What follows belongs to an exercise in optimizing a design on an open flow for small area and a short achievable clock period; a production flow would make more cautious choices. In this exercise RTL edits were held to simulation tests only and were not proved equivalent to the original.

==> sierra: inputs <==
==> flow/design.v (excerpt) <==
module beamformer_top (
	input  wire         clock,
	input  wire         reset,
	input  wire         in_valid,
	input  wire [79:0]  sample_i,
	input  wire [79:0]  sample_q,
	input  wire         wr_en,
	input  wire [2:0]   wr_elem,
	input  wire [1:0]   wr_sel,
	input  wire [4:0]   wr_data,
	output wire         out_valid,
	output wire [15:0]  out_i,
	output wire [15:0]  out_q
);
clock: 9.0 ns
lec_check: 0
cap_margin: 20
core_margin: 2
core_utilization: 55
setup_slack_margin: 5
slew_margin: 20
standard.sh (not shown) runs the stock make flow with config.mk's settings and CLKGATE_MAP_FILE= SYNTH_SCRIPT=/design/flow/synth_recipe.tcl, a recipe that flattens the netlist after the stock synthesis.
==> flow/flow/run.sh <==
#!/bin/bash
set -euo pipefail
R=$PWD/orfs/results/sky130hd/beamformer_top/base
ARGS=(SETUP_SLACK_MARGIN=6.0
	"BUFFER_PORTS_ARGS=-buffer_cell sky130_fd_sc_hd__buf_2"
	"CTS_ARGS=-sink_clustering_enable -repair_clock_nets -dont_use_dummy_load -sink_clustering_size 30 -sink_clustering_max_diameter 100")
bash standard.sh "${ARGS[@]}" "$R/1_2_yosys.v" > synth.log 2>&1
cp "$R/1_2_yosys.v" "$R/1_2_yosys.standard.v"
python3 flow/fixinv.py "$R/1_2_yosys.standard.v" "$R/1_2_yosys.v" > fixinv.log 2>&1
bash standard.sh "${ARGS[@]}" finish > layout.log 2>&1
Other scripts of this flow, unchanged in this note and not shown: flow/flow/fixinv.py
==> pepper (differences from sierra) <==
==> flow/flow/run.sh (replaced) <==
#!/bin/bash
set -euo pipefail
R=$PWD/orfs/results/sky130hd/beamformer_top/base
ARGS=(SETUP_SLACK_MARGIN=6.1
	"BUFFER_PORTS_ARGS=-buffer_cell sky130_fd_sc_hd__buf_2"
	"CTS_ARGS=-sink_clustering_enable -repair_clock_nets -dont_use_dummy_load -sink_clustering_size 25 -sink_clustering_max_diameter 90")
bash standard.sh "${ARGS[@]}" "$R/1_2_yosys.v" > synth.log 2>&1
cp "$R/1_2_yosys.v" "$R/1_2_yosys.standard.v"
python3 flow/fixinv.py "$R/1_2_yosys.standard.v" "$R/1_2_yosys.v" > fixinv.log 2>&1
bash standard.sh "${ARGS[@]}" finish > layout.log 2>&1
==> raven (differences from sierra) <==
==> flow/flow/run.sh (replaced) <==
#!/bin/bash
set -euo pipefail
R=$PWD/orfs/results/sky130hd/beamformer_top/base
ARGS=(SETUP_SLACK_MARGIN=5.9
	"BUFFER_PORTS_ARGS=-buffer_cell sky130_fd_sc_hd__buf_2"
	"CTS_ARGS=-sink_clustering_enable -repair_clock_nets -dont_use_dummy_load -sink_clustering_size 25 -sink_clustering_max_diameter 90")
bash standard.sh "${ARGS[@]}" "$R/1_2_yosys.v" > synth.log 2>&1
cp "$R/1_2_yosys.v" "$R/1_2_yosys.standard.v"
python3 flow/fixinv.py "$R/1_2_yosys.standard.v" "$R/1_2_yosys.v" > fixinv.log 2>&1
bash standard.sh "${ARGS[@]}" finish > layout.log 2>&1
==> comparison table <==
| item | raven | sierra | pepper |
|---|---|---|---|
| Run status | timing/DRC/antenna clean | timing/DRC/antenna clean | timing/DRC/antenna clean |
| Max H-tree Level | 3 | 2 | 3 |
| Metal-1 WL | 100 mm | 101 mm | 103 mm |
| 1st-pass router iterations | 6 | 6 | 8 |
| Wire length on met3 | 14.4 mm | 14.7 mm | 14.7 mm |
| Crit share post-route | 0.354 | 0.343 | 0.336 |
| Source of the worst hold timing path | vi_2l_r[3]$_DFF_P_ | vi_5l_r[0]$_DFF_P_ | vi_2l_r[2]$_DFF_P_ |
| Total length of routed wires | 230 mm | 231 mm | 235 mm |
| Critical Path RT | 9.50 ns | 7.20 ns | 7.20 ns |
| Count of plain and timing-repair buffers in the layout | 304 | 312 | 419 |
| Setup slack, reg-to-reg | 5.82 ns | 6.06 ns | 6.11 ns |
| Layout overhead on the synthesized area | 5.92% | 6.29% | 8.84% |
| Worst Hold End | ui_2[3]$_DFF_P_ | ui_5[0]$_DFF_P_ | ui_2[2]$_DFF_P_ |

* * *

==> inputs of v37 <==
Another version of the RTL of beamformer_top (not shown whole).
==> flow/config.mk <==
export PLATFORM = sky130hd
export DESIGN_NAME = beamformer_top
export DESIGN_NICKNAME = beamformer_top
export VERILOG_FILES = /design/flow/design.v
export SDC_FILE = /design/flow/constraint.sdc
export NUM_CORES = 4
export LEC_CHECK = 0
export CAP_MARGIN = 20
export CORE_MARGIN = 2
export CORE_UTILIZATION = 55
export SETUP_SLACK_MARGIN = 5
export SLEW_MARGIN = 20
==> flow/constraint.sdc <==
create_clock -name core_clock -period 9.0 [get_ports {clock}]
set_input_delay 1.8000 -clock core_clock [delete_from_list [all_inputs] [get_ports {clock}]]
set_output_delay 1.8000 -clock core_clock [all_outputs]
set_load 0.01 [all_outputs]
==> flow/flow/run.sh <==
#!/bin/bash
set -euo pipefail
R=$PWD/orfs/results/sky130hd/beamformer_top/base
ARGS=(SETUP_SLACK_MARGIN=6.0
	"BUFFER_PORTS_ARGS=-buffer_cell sky130_fd_sc_hd__buf_2"
	"CTS_ARGS=-sink_clustering_enable -repair_clock_nets -dont_use_dummy_load -sink_clustering_size 25 -sink_clustering_max_diameter 90")
bash standard.sh "${ARGS[@]}" "$R/1_2_yosys.v" > synth.log 2>&1
cp "$R/1_2_yosys.v" "$R/1_2_yosys.standard.v"
python3 flow/fixinv.py "$R/1_2_yosys.standard.v" "$R/1_2_yosys.v" > fixinv.log 2>&1
bash standard.sh "${ARGS[@]}" finish > layout.log 2>&1
==> flow/flow/fixinv.py <==
#!/usr/bin/env python3
"""Remove inverters around full-adder cells in a Yosys netlist.

Yosys's extract_fa often builds a full adder on inverted inputs and inverts
its outputs back. A full adder is self-dual, fa(~a,~b,~c) = (~sum, ~cout),
so a cell can swap the polarity of all its pins: where that lets inverters
on its inputs and outputs cancel, this script does so. Registers and every
other cell are left as they are.

usage: fixinv.py IN.v OUT.v
"""
import re
import sys

FA = 'sky130_fd_sc_hd__fa_'
INV = ('sky130_fd_sc_hd__inv_', 'sky130_fd_sc_hd__clkinv_')
OUTPINS = {'X', 'Y', 'Q', 'Q_N', 'SUM', 'COUT', 'HI', 'LO'}

src = open(sys.argv[1]).read()
inst_re = re.compile(r'^(\s*)(sky130_fd_sc_hd__\w+)\s+(\S+)\s*\((.*?)\);\n', re.S | re.M)
pin_re = re.compile(r'\.(\w+)\(\s*(.*?)\s*\)\s*(?:,|$)', re.S)

insts = {}
order = []
for m in inst_re.finditer(src):
    typ, name, body = m.group(2), m.group(3), m.group(4)
    pins = dict((p, n.strip()) for p, n in pin_re.findall(body))
    insts[name] = [typ, pins]
    order.append(name)
rest = inst_re.sub('', src)

m = re.search(r'module\s+\w+\s*\((.*?)\);', src, re.S)
ext_text = '\n'.join(l for l in rest.split(';') if re.match(r'\s*(input|output|inout|assign)\b', l))
ext_names = set(re.findall(r'(\\\S+|[A-Za-z_][\w$]*)', ext_text))
# port names from the header too
ext_names |= set(re.findall(r'(\\\S+|[A-Za-z_][\w$]*)', m.group(1)))


def is_inv(t):
    return t.startswith(INV)


drv = {}
loads = {}


def rebuild():
    drv.clear()
    loads.clear()
    for n, (t, pins) in insts.items():
        for p, net in pins.items():
            if p in OUTPINS:
                drv[net] = (n, p)
            else:
                loads.setdefault(net, []).append((n, p))


rebuild()
cnt = [0]


def newnet():
    cnt[0] += 1
    return '_fixinv_%d_' % cnt[0]


new_wires = []


def external(net):
    return net in ext_names or net.startswith("1'")


def inv_of(net):
    """A net carrying ~net without adding a cell, or None."""
    d = drv.get(net)
    if d and is_inv(insts[d[0]][0]):
        return insts[d[0]][1]['A']
    for (n, p) in loads.get(net, []):
        if is_inv(insts[n][0]) and n in insts:
            return insts[n][1]['Y']
    return None


def gain(name):
    t, pins = insts[name]
    g = 0
    for p in ('A', 'B', 'CIN'):
        net = pins[p]
        d = drv.get(net)
        if d and is_inv(insts[d[0]][0]) and len(loads.get(net, [])) == 1 and not external(net):
            g += 1          # that inverter goes away
        elif inv_of(net) is None:
            g -= 1          # a new inverter is needed
    for p in ('SUM', 'COUT'):
        net = pins[p]
        ls = loads.get(net, [])
        invs = [n for (n, q) in ls if is_inv(insts[n][0]) and not external(insts[n][1]['Y'])]
        others = len(ls) - len(invs) + (1 if external(net) else 0)
        g += len(invs)
        if others:
            g -= 1
    return g


def flip(name):
    t, pins = insts[name]
    for p in ('A', 'B', 'CIN'):
        net = pins[p]
        d = drv.get(net)
        if d and is_inv(insts[d[0]][0]) and len(loads.get(net, [])) == 1 and not external(net):
            a = insts[d[0]][1]['A']
            del insts[d[0]]
            pins[p] = a
        else:
            alt = inv_of(net)
            if alt is None:
                alt = newnet()
                new_wires.append(alt)
                insts['_fixinv_i%d_' % cnt[0]] = ['sky130_fd_sc_hd__inv_1', {'A': net, 'Y': alt}]
                order.append('_fixinv_i%d_' % cnt[0])
            pins[p] = alt
        rebuild()
    for p in ('SUM', 'COUT'):
        net = pins[p]
        ls = loads.get(net, [])
        invs = [n for (n, q) in ls if is_inv(insts[n][0]) and not external(insts[n][1]['Y'])]
        others = [(n, q) for (n, q) in ls if n not in invs]
        nn = newnet()
        new_wires.append(nn)
        pins[p] = nn            # the cell now drives ~old value on nn
        for n in invs:
            y = insts[n][1]['Y']
            del insts[n]
            # loads of y now read nn directly
            for (m2, q2) in loads.get(y, []):
                if m2 in insts:
                    insts[m2][1][q2] = nn
        if others or external(net):
            insts['_fixinv_o%d_' % cnt[0]] = ['sky130_fd_sc_hd__inv_1', {'A': nn, 'Y': net}]
            order.append('_fixinv_o%d_' % cnt[0])
        rebuild()


before = sum(1 for t, _ in insts.values() if is_inv(t))
changed = True
passes = 0
while changed and passes < 20:
    changed = False
    passes += 1
    for name in list(order):
        if name in insts and insts[name][0].startswith(FA) and gain(name) > 0:
            flip(name)
            changed = True
after = sum(1 for t, _ in insts.values() if is_inv(t))

# emit
out = []
ins = []
for name in order:
    if name not in insts:
        continue
    t, pins = insts[name]
    body = ',\n'.join('    .%s(%s%s)' % (p, n, ' ' if n.startswith('\\') else '') for p, n in pins.items())
    ins.append('  %s %s (\n%s\n  );\n' % (t, name, body))
text = rest
idx = text.rindex('endmodule')
wires = ''.join('  wire %s;\n' % w for w in new_wires)
# put new wires after the module header
hdr_end = re.search(r'module\s+\w+\s*\(.*?\);\n', text, re.S).end()
text = text[:hdr_end] + wires + text[hdr_end:]
idx = text.rindex('endmodule')
text = text[:idx] + ''.join(ins) + text[idx:]
open(sys.argv[2], 'w').write(text)
print('inverters: %d -> %d (%d passes)' % (before, after, passes), file=sys.stderr)
==> v24 (differences from v37) <==
==> flow/run.sh (new file) <==
#!/bin/bash
# synth_recipe.tcl (not shown) runs the flow's synth.tcl, then flattens the netlist and writes it again
# the make line also repeats each setting of config.mk as NAME=value (left out here)
make -C /OpenROAD-flow-scripts/flow DESIGN_CONFIG=/design/flow/config.mk WORK_HOME=/design/flow/orfs CLKGATE_MAP_FILE= SYNTH_SCRIPT=/design/flow/synth_recipe.tcl finish
--- a/flow/config.mk
+++ b/flow/config.mk
@@ -9,4 +9,6 @@
 export CORE_MARGIN = 2
 export CORE_UTILIZATION = 55
+export CTS_BUF_LIST = sky130_fd_sc_hd__clkbuf_8
+export CTS_CLUSTER_SIZE = 20
 export SETUP_SLACK_MARGIN = 5
 export SLEW_MARGIN = 20
removed: flow/flow/run.sh
removed: flow/flow/fixinv.py
removed: flow/standard.sh
==> v1 (differences from v37) <==
--- a/flow/flow/run.sh
+++ b/flow/flow/run.sh
@@ -4,5 +4,5 @@
 ARGS=(SETUP_SLACK_MARGIN=6.0
 	"BUFFER_PORTS_ARGS=-buffer_cell sky130_fd_sc_hd__buf_2"
-	"CTS_ARGS=-sink_clustering_enable -repair_clock_nets -dont_use_dummy_load -sink_clustering_size 25 -sink_clustering_max_diameter 90")
+	"CTS_ARGS=-sink_clustering_enable -repair_clock_nets -dont_use_dummy_load")
 bash standard.sh "${ARGS[@]}" "$R/1_2_yosys.v" > synth.log 2>&1
 cp "$R/1_2_yosys.v" "$R/1_2_yosys.standard.v"
--- a/flow/config.mk
+++ b/flow/config.mk
@@ -8,5 +8,5 @@
 export CAP_MARGIN = 20
 export CORE_MARGIN = 2
-export CORE_UTILIZATION = 55
+export CORE_UTILIZATION = 65
 export SETUP_SLACK_MARGIN = 5
 export SLEW_MARGIN = 20
==> run summary <==
- Area occupied by multi-input gates: 56500 sq um
- Layout clock area frac: 3.74%
- Run status: complete, no violations
- Initial cell density of the core: about two thirds
- Critical Path End: out_valid
- Vias: 63400
- Count of antenna diodes in the layout: 12
- Crit-path slowest cell: dfxtp_4
- Final Hold Slack: approximately 0.44 ns
- Mapped Cells: 8574
- DR pass1 iterations: 9
the above is filed under v1

==> run summary <==
- Run status: complete, no violations
- Crit-path slowest cell: dfxtp_2
- Critical Path End: out_i[5]
- Layout clock area frac: under 10%
- IO Port Bufs: between 200 and 250
- DRT met1 WL: ~110 mm
- Vias: 62000
- Final Hold Slack: ~0.46 ns
- Mapped Cells: 8574
- CTS hold repair buffers: 0
- Count of antenna diodes in the layout: 6
- DR pass1 iterations: 6
- RSZ-0062 raised after global routing: yes
- Initial cell density of the core: 55.3%
- Final-stage net count: 10100
the above is filed under v37

==> run summary <==
- Crit-path slowest cell: clkdlybuf4s50_1
- DR pass1 iterations: 6
- Layout clock area frac: 4.86%
- Area occupied by multi-input gates: between 50000 and 60000 sq um
- Run status: complete, no violations
- Mapped Cells: 8954
- Count of antenna diodes in the layout: 19
- Final Hold Slack: around 0.44 ns
- DR iter-0 viols: 5093
- Multi-input gate share of total cell area: 56.7%
- Initial cell density of the core: 55.4%
the above is filed under v24

==> static timing again, ports no longer ideal <==
Ports are ideal in the flow. The routed layouts listed here were re-timed in OpenROAD. Step 1: set_driving_cell puts a clkbuf_16 on clock and a buf_2 on each other input, an assumption about the parent block. Step 2 adds t to the input delays and takes it off the output delays; t is the mean of the earliest and latest rising clock arrival at the registers after step 1. Input paths then give back, and output paths get back, about the clock's delay inside the block. Slacks: no drivers / after step 1 / after step 2; pairs: no drivers / after step 1.
run	t (ns)	setup slack, ns	worst hold slack (ns)	latest minus earliest clock arrival (ns)	cell pins on the clock port's net
sierra	0.781	5.916 / 5.833 / 5.310	0.428 / 0.428 / 0.428	0.100 / 0.099	1
pepper	0.753	5.980 / 5.901 / 5.340	0.416 / 0.416 / 0.416	0.071 / 0.072	1
raven	0.764	5.818 / 5.818 / 5.245	0.422 / 0.422 / 0.422	0.093 / 0.093	1
v37	0.771	5.986 / 5.907 / 5.408	0.463 / 0.463 / 0.463	0.078 / 0.078	1
v24	1.026	5.164 / 5.083 / 4.809	0.442 / 0.442 / 0.442	0.052 / 0.052	1
v1	0.826	5.925 / 5.847 / 5.247	0.439 / 0.439 / 0.439	0.068 / 0.068	1
After both steps every run listed still meets setup and hold. The setup slack of v1, which loses most, moves by -0.078 ns with the drivers and by -0.678 ns with both steps.
